Background: an optimization exercise with open tools, aiming at small area, a short achievable clock period and few clock cycles per item. Do not read the settings as production practice.
Power figures rest on the tool's default switching activity, not on a simulated workload.

==> inputs of trial 79 <==
==> flow/design.v <==
module rectangle_grid_test_pattern (
  input  logic        clk,
  input  logic        rst,
  input  logic        push,
  output logic        full,
  input  logic        restart,
  output logic        empty,
  input  logic        pop,
  output logic [10:0] pixel_x,
  output logic [10:0] pixel_y,
  output logic [23:0] pixel_color,
  output logic        write_enable,
  output logic        frame_end,
  input  logic        cfg_write,
  input  logic [2:0]  cfg_index,
  input  logic [23:0] cfg_data
);
  function automatic logic [10:0] inc11(input logic [10:0] a, input logic ci);
    inc11 = a + {10'd0, ci};
  endfunction
  function automatic logic [7:0] inc8(input logic [7:0] a, input logic ci);
    inc8 = a + {7'd0, ci};
  endfunction
  function automatic logic [3:0] inc4(input logic [3:0] a);
    logic c;
    c = 1'b1;
    for (int i = 0; i < 4; i++) begin
      inc4[i] = a[i] ^ c;
      c       = c & a[i];
    end
  endfunction
  function automatic logic [10:0] dec11(input logic [10:0] a);
    logic c;
    c = 1'b1;
    for (int i = 0; i < 11; i++) begin
      dec11[i] = a[i] ^ c;
      c        = c & ~a[i];
    end
  endfunction
  function automatic logic ge11(input logic [10:0] a, input logic [10:0] b);
    ge11 = (a >= b);
  endfunction
  function automatic logic ge8(input logic [7:0] a, input logic [7:0] b);
    ge8 = (a >= b);
  endfunction
  function automatic logic [7:0] add8(input logic [7:0] a, input logic [7:0] b);
    add8 = a + b;
  endfunction
  logic [1:0]  mode;
  logic [7:0]  count;
  logic [10:0] rwm1, rhm1, fwm1, fhm1;
  logic        rwnz, rhnz;
  logic [23:0] first;
  logic [7:0]  step;
  wire [10:0] wd    = cfg_data[10:0];
  wire        wd_nz = |wd;
  wire [10:0] wd_m1 = wd_nz ? dec11(wd) : 11'd0;
  always_ff @(posedge clk) begin
    if (rst) begin
      mode  <= 2'd0;
      count <= 8'd1;
      rwm1  <= 11'd0;
      rwnz  <= 1'b0;
      rhm1  <= 11'd0;
      rhnz  <= 1'b0;
      first <= 24'd0;
      step  <= 8'd0;
      fwm1  <= 11'd1023;
      fhm1  <= 11'd767;
    end else if (cfg_write) begin
      case (cfg_index)
        3'd0: mode  <= cfg_data[1:0];
        3'd1: count <= cfg_data[7:0];
        3'd2: begin rwm1 <= wd_m1; rwnz <= wd_nz; end
        3'd3: begin rhm1 <= wd_m1; rhnz <= wd_nz; end
        3'd4: first <= cfg_data;
        3'd5: step  <= cfg_data[7:0];
        3'd6: fwm1  <= wd_m1;
        default: fhm1 <= wd_m1;
      endcase
    end
  end
  wire direct = mode[1] & ~mode[0];
  wire on_st  = (mode[1] ^ mode[0]) & rwnz & rhnz;
  wire [7:0] fr = first[23:16];
  wire [7:0] fg = first[15:8];
  wire [7:0] fb = first[7:0];
  logic [10:0] x, y, ox, oy;
  logic [7:0]  col, row;
  logic        lx, ly, wx, wy, we, fe;       
  logic [7:0]  R, G, B;                      
  logic [7:0]  GA;                           
  logic [7:0]  L;                            
  logic        empty_r, full_r, fresh, pend_v, pend_rs;
  localparam logic [2:0] S_IDLE = 3'd0, S_P1 = 3'd1, S_P2 = 3'd2, S_F1 = 3'd3,
                         S_F2 = 3'd4, S_FL = 3'd5;
  logic [2:0] st;
  logic [3:0] c;
  logic       busy;                              
  wire nb   = ~busy;
  wire take_in  = push & ~full_r;
  wire out_free = empty_r | pop;
  wire adv      = out_free & (pend_v | take_in);
  wire rs_eff   = pend_v ? pend_rs : restart;
  wire go_org   = adv & rs_eff;
  wire go       = (~fresh & ((adv & ~rs_eff) | cfg_write)) | busy;
  wire wr_col   = cfg_write & (cfg_index[2:1] != 2'b11);    
  wire wr_flag  = cfg_write & (cfg_index[2:1] == 2'b11);    
  wire csat   = &col;
  wire rsat   = &row;
  wire nl     = nb & lx;                         
  wire nf     = nl & ly;                         
  wire colinc = nb & ~lx & wx & ~csat;
  wire rowinc = nl & ~ly & wy & ~rsat;
  wire [10:0] x_n   = nl ? 11'd0 : inc11(x, nb);
  wire [10:0] ox_n  = (nb & (lx | wx)) ? 11'd0 : inc11(ox, nb);
  wire [7:0]  col_n = nl ? 8'd0 : inc8(col, colinc);
  wire [10:0] y_n   = nf ? 11'd0 : inc11(y, nl);
  wire [10:0] oy_n  = (nl & (ly | wy)) ? 11'd0 : inc11(oy, nl);
  wire [7:0]  row_n = nf ? 8'd0 : inc8(row, rowinc);
  wire lx_n = ge11(x_n, fwm1);
  wire ly_n = ge11(y_n, fhm1);
  wire wx_n = ge11(ox_n, rwm1);
  wire wy_n = ge11(oy_n, rhm1);
  wire we_n = on_st & ~ge8(col_n, count) & ~ge8(row_n, count);
  wire cnz  = (count != 8'd0);
  wire lx_o = (fwm1 == 11'd0);
  wire ly_o = (fhm1 == 11'd0);
  wire wx_o = (rwm1 == 11'd0);
  wire wy_o = (rhm1 == 11'd0);
  wire we_o = on_st & cnz;
  wire p1   = (st == S_P1);
  wire p2   = (st == S_P2);
  wire f1   = (st == S_F1);
  wire f2   = (st == S_F2);
  wire [2:0] k = ~c[3:1];
  wire dbl  = ~c[0];
  wire ad1  = p1 & c[0];
  wire ad2  = p2 & c[0];
  wire db1  = p1 & dbl;
  wire lph  = direct ? p1 : p2;                  
  wire col_k = col[k];
  wire row_k = row[k];
  wire cnt_k = count[k];
  wire [7:0] lstep = direct ? step : GA;
  wire sR_step  = colinc | (ad1 & col_k);
  wire sGA_step = (rowinc & direct) | (ad1 & (direct ? row_k : cnt_k));
  wire sL_step  = rowinc | (lph & c[0] & row_k);
  wire nfd      = nf & direct;
  wire [7:0] aR  = nl ? 8'd0 : R;
  wire [7:0] mR  = ({8{sR_step}} & step) | ({8{db1}} & R) | ({8{nl | f1}} & fr);
  wire [7:0] aGA = nfd ? 8'd0 : GA;
  wire [7:0] mGA = ({8{sGA_step}} & step) | ({8{db1}} & GA) | ({8{nfd | (f1 & direct)}} & fg);
  wire [7:0] aL  = nf ? 8'd0 : L;
  wire [7:0] mL  = ({8{sL_step}} & lstep) | ({8{lph & dbl}} & L) | ({8{nf | f1}} & fb);
  wire [7:0] aB  = nl ? (ly ? 8'd0 : L) : B;
  wire [7:0] mB  = ({8{sR_step}} & step) | ({8{db1}} & B) | ({8{nf}} & fb)
                 | ({8{rowinc}} & lstep) | ({8{f2}} & L);
  wire [7:0] sR  = add8(aR, mR);
  wire [7:0] sGA = add8(aGA, mGA);
  wire [7:0] sL  = add8(aL, mL);
  wire [7:0] sB  = add8(aB, mB);
  wire show   = nb | f2;                         
  wire mk_rg  = ~show | (we_n & direct);
  wire mk_b   = ~show | we_n;
  wire seq_end = (f2 | (st == S_FL));
  always_ff @(posedge clk) begin
    if (rst) begin
      x <= '0; y <= '0; ox <= '0; oy <= '0; col <= '0; row <= '0;
      lx <= 1'b0; ly <= 1'b0; wx <= 1'b1; wy <= 1'b1; we <= 1'b0; fe <= 1'b0;
      R <= '0; G <= '0; B <= '0; GA <= '0; L <= '0;
    end else if (go_org) begin
      x <= '0; y <= '0; ox <= '0; oy <= '0; col <= '0; row <= '0;
      lx <= lx_o; ly <= ly_o; wx <= wx_o; wy <= wy_o; we <= we_o; fe <= lx_o & ly_o;
      R  <= (we_o & direct) ? fr : 8'd0;
      G  <= (we_o & direct) ? fg : 8'd0;
      B  <= we_o ? fb : 8'd0;
      GA <= direct ? fg : GA;
      L  <= fb;
    end else if (go) begin
      x <= x_n; y <= y_n; ox <= ox_n; oy <= oy_n; col <= col_n; row <= row_n;
      lx <= lx_n; ly <= ly_n; wx <= wx_n; wy <= wy_n; we <= we_n; fe <= lx_n & ly_n;
      R  <= mk_rg ? sR : 8'd0;
      G  <= (we_n & direct) ? sGA : 8'd0;
      B  <= mk_b ? sB : 8'd0;
      GA <= sGA;
      L  <= sL;
    end
  end
  always_ff @(posedge clk) begin
    if (rst) begin
      empty_r <= 1'b1;
      fresh   <= 1'b1;
      pend_v  <= 1'b0;
      pend_rs <= 1'b0;
      full_r  <= 1'b0;
      st      <= S_IDLE;
      busy    <= 1'b0;
      c       <= 4'd0;
    end else begin
      if (adv)      empty_r <= 1'b0;
      else if (pop) empty_r <= 1'b1;
      if (cfg_write) fresh <= 1'b1;
      else if (adv)  fresh <= 1'b0;
      if (take_in & ~out_free) begin
        pend_v  <= 1'b1;
        pend_rs <= restart;
      end else if (out_free) begin
        pend_v  <= 1'b0;
      end
      if (wr_col) begin
        st   <= S_P1;
        busy <= 1'b1;
        c    <= 4'd0;
      end else if (wr_flag & (~busy | seq_end)) begin
        st   <= S_FL;
        busy <= 1'b1;
      end else begin
        if (seq_end) busy <= 1'b0;
        c <= inc4(c);
        case (st)
          S_P1:    if (&c) st <= direct ? S_F1 : S_P2;
          S_P2:    if (&c) st <= S_F1;
          S_F1:    st <= S_F2;
          default: st <= S_IDLE;
        endcase
      end
      full_r <= (take_in & ~out_free) | (pend_v & ~out_free) | cfg_write
              | (busy & ~seq_end);
    end
  end
  assign full         = full_r;
  assign empty        = empty_r;
  assign pixel_x      = x;
  assign pixel_y      = y;
  assign pixel_color  = {R, G, B};
  assign write_enable = we;
  assign frame_end    = fe;
endmodule
==> flow/flow/run.sh <==
#!/bin/bash
# the standard layout, with timing repair aiming further below the clock period
bash standard.sh SETUP_SLACK_MARGIN=6.5 finish > standard.log 2>&1
==> flow/standard.sh <==
#!/bin/bash
# synth_recipe.tcl (not shown) runs the flow's synth.tcl, then flattens the netlist and writes it again
# the make line also repeats each setting of config.mk as NAME=value (left out here)
make -C /OpenROAD-flow-scripts/flow DESIGN_CONFIG=/design/flow/config.mk WORK_HOME=/design/flow/orfs CLKGATE_MAP_FILE= SYNTH_SCRIPT=/design/flow/synth_recipe.tcl "${@:-finish}"
==> flow/config.mk <==
export PLATFORM = sky130hd
export DESIGN_NAME = rectangle_grid_test_pattern
export DESIGN_NICKNAME = rectangle_grid_test_pattern
export VERILOG_FILES = /design/flow/design.v
export SDC_FILE = /design/flow/constraint.sdc
export NUM_CORES = 4
export LEC_CHECK = 0
export ABC_CLOCK_PERIOD_IN_PS = 2500
export CAP_MARGIN = 20
export CORE_MARGIN = 2
export CORE_UTILIZATION = 40
export SETUP_SLACK_MARGIN = 5
export SLEW_MARGIN = 20
==> flow/constraint.sdc <==
create_clock -name core_clock -period 8.5 [get_ports {clk}]
set_input_delay 1.7000 -clock core_clock [delete_from_list [all_inputs] [get_ports {clk}]]
set_output_delay 1.7000 -clock core_clock [all_outputs]
set_load 0.01 [all_outputs]
==> trial 43: changes against trial 79 <==
--- a/flow/design.v
+++ b/flow/design.v
@@ -17,8 +17,18 @@
 );
   function automatic logic [10:0] inc11(input logic [10:0] a, input logic ci);
-    inc11 = a + {10'd0, ci};
+    logic c;
+    c = ci;
+    for (int i = 0; i < 11; i++) begin
+      inc11[i] = a[i] ^ c;
+      c        = c & a[i];
+    end
   endfunction
   function automatic logic [7:0] inc8(input logic [7:0] a, input logic ci);
-    inc8 = a + {7'd0, ci};
+    logic c;
+    c = ci;
+    for (int i = 0; i < 8; i++) begin
+      inc8[i] = a[i] ^ c;
+      c       = c & a[i];
+    end
   endfunction
   function automatic logic [3:0] inc4(input logic [3:0] a);
@@ -39,11 +49,22 @@
   endfunction
   function automatic logic ge11(input logic [10:0] a, input logic [10:0] b);
-    ge11 = (a >= b);
+    logic g;
+    g = 1'b1;
+    for (int i = 0; i < 11; i++) g = (a[i] & ~b[i]) | (~(a[i] ^ b[i]) & g);
+    ge11 = g;
   endfunction
   function automatic logic ge8(input logic [7:0] a, input logic [7:0] b);
-    ge8 = (a >= b);
+    logic g;
+    g = 1'b1;
+    for (int i = 0; i < 8; i++) g = (a[i] & ~b[i]) | (~(a[i] ^ b[i]) & g);
+    ge8 = g;
   endfunction
   function automatic logic [7:0] add8(input logic [7:0] a, input logic [7:0] b);
-    add8 = a + b;
+    logic c;
+    c = 1'b0;
+    for (int i = 0; i < 8; i++) begin
+      add8[i] = a[i] ^ b[i] ^ c;
+      c       = (a[i] & b[i]) | (c & (a[i] ^ b[i]));
+    end
   endfunction
   logic [1:0]  mode;
@@ -97,5 +118,5 @@
   logic [2:0] st;
   logic [3:0] c;
-  logic       busy;                              
+  wire busy = (st != S_IDLE);
   wire nb   = ~busy;
   wire take_in  = push & ~full_r;
@@ -196,5 +217,4 @@
       full_r  <= 1'b0;
       st      <= S_IDLE;
-      busy    <= 1'b0;
       c       <= 4'd0;
     end else begin
@@ -210,12 +230,9 @@
       end
       if (wr_col) begin
-        st   <= S_P1;
-        busy <= 1'b1;
-        c    <= 4'd0;
+        st <= S_P1;
+        c  <= 4'd0;
       end else if (wr_flag & (~busy | seq_end)) begin
-        st   <= S_FL;
-        busy <= 1'b1;
+        st <= S_FL;
       end else begin
-        if (seq_end) busy <= 1'b0;
         c <= inc4(c);
         case (st)
==> flow/run.sh (new file) <==
#!/bin/bash
# synth_recipe.tcl (not shown) runs the flow's synth.tcl, then flattens the netlist and writes it again
# the make line also repeats each setting of config.mk as NAME=value (left out here)
make -C /OpenROAD-flow-scripts/flow DESIGN_CONFIG=/design/flow/config.mk WORK_HOME=/design/flow/orfs CLKGATE_MAP_FILE= SYNTH_SCRIPT=/design/flow/synth_recipe.tcl finish
removed: flow/flow/run.sh
removed: flow/standard.sh
==> comparison <==
Of trial 43 and trial 79, trial 43 has the higher clock power (gap about 3%, measured against trial 79).
Between trial 43 and trial 79, the lower global-route usage is in trial 43 (gap 5.5 points).
Setup slack: trial 43 is worse than trial 79 (0.69 ns).
Against trial 79, the sequential cell count of trial 43 is lower by 1.
Trial 43 passed the timing, DRC and antenna checks. Trial 79 completed with no timing, DRC or antenna violations.
No functional check of the RTL was part of any run of this note.

-- static timing again, ports no longer ideal --
The results above use ideal ports. As a check the final layouts listed here were re-extracted and re-timed, cells and wires unchanged. Step 1 assumes that a clkbuf_16 drives the clock port and a buf_2 every other input. Step 2 times the ports against the registers' clock, not the clock port: input delays grow and output delays shrink by t, the midpoint of the rising clock arrivals with the driver on. Three values: ideal ports, drivers, drivers and shift; two values: the first two.
run	shift t [ns]	setup WS [ns]	worst data-port slew with drivers (ns)
trial 79	0.615	4.799 / 4.799 / 4.555	0.10
trial 43	0.585	4.105 / 4.105 / 4.105	0.04
After both steps every run listed still meets setup and hold. The setup slack of trial 79, which loses most, moves by 0.000 ns with the drivers and by -0.244 ns with both steps.
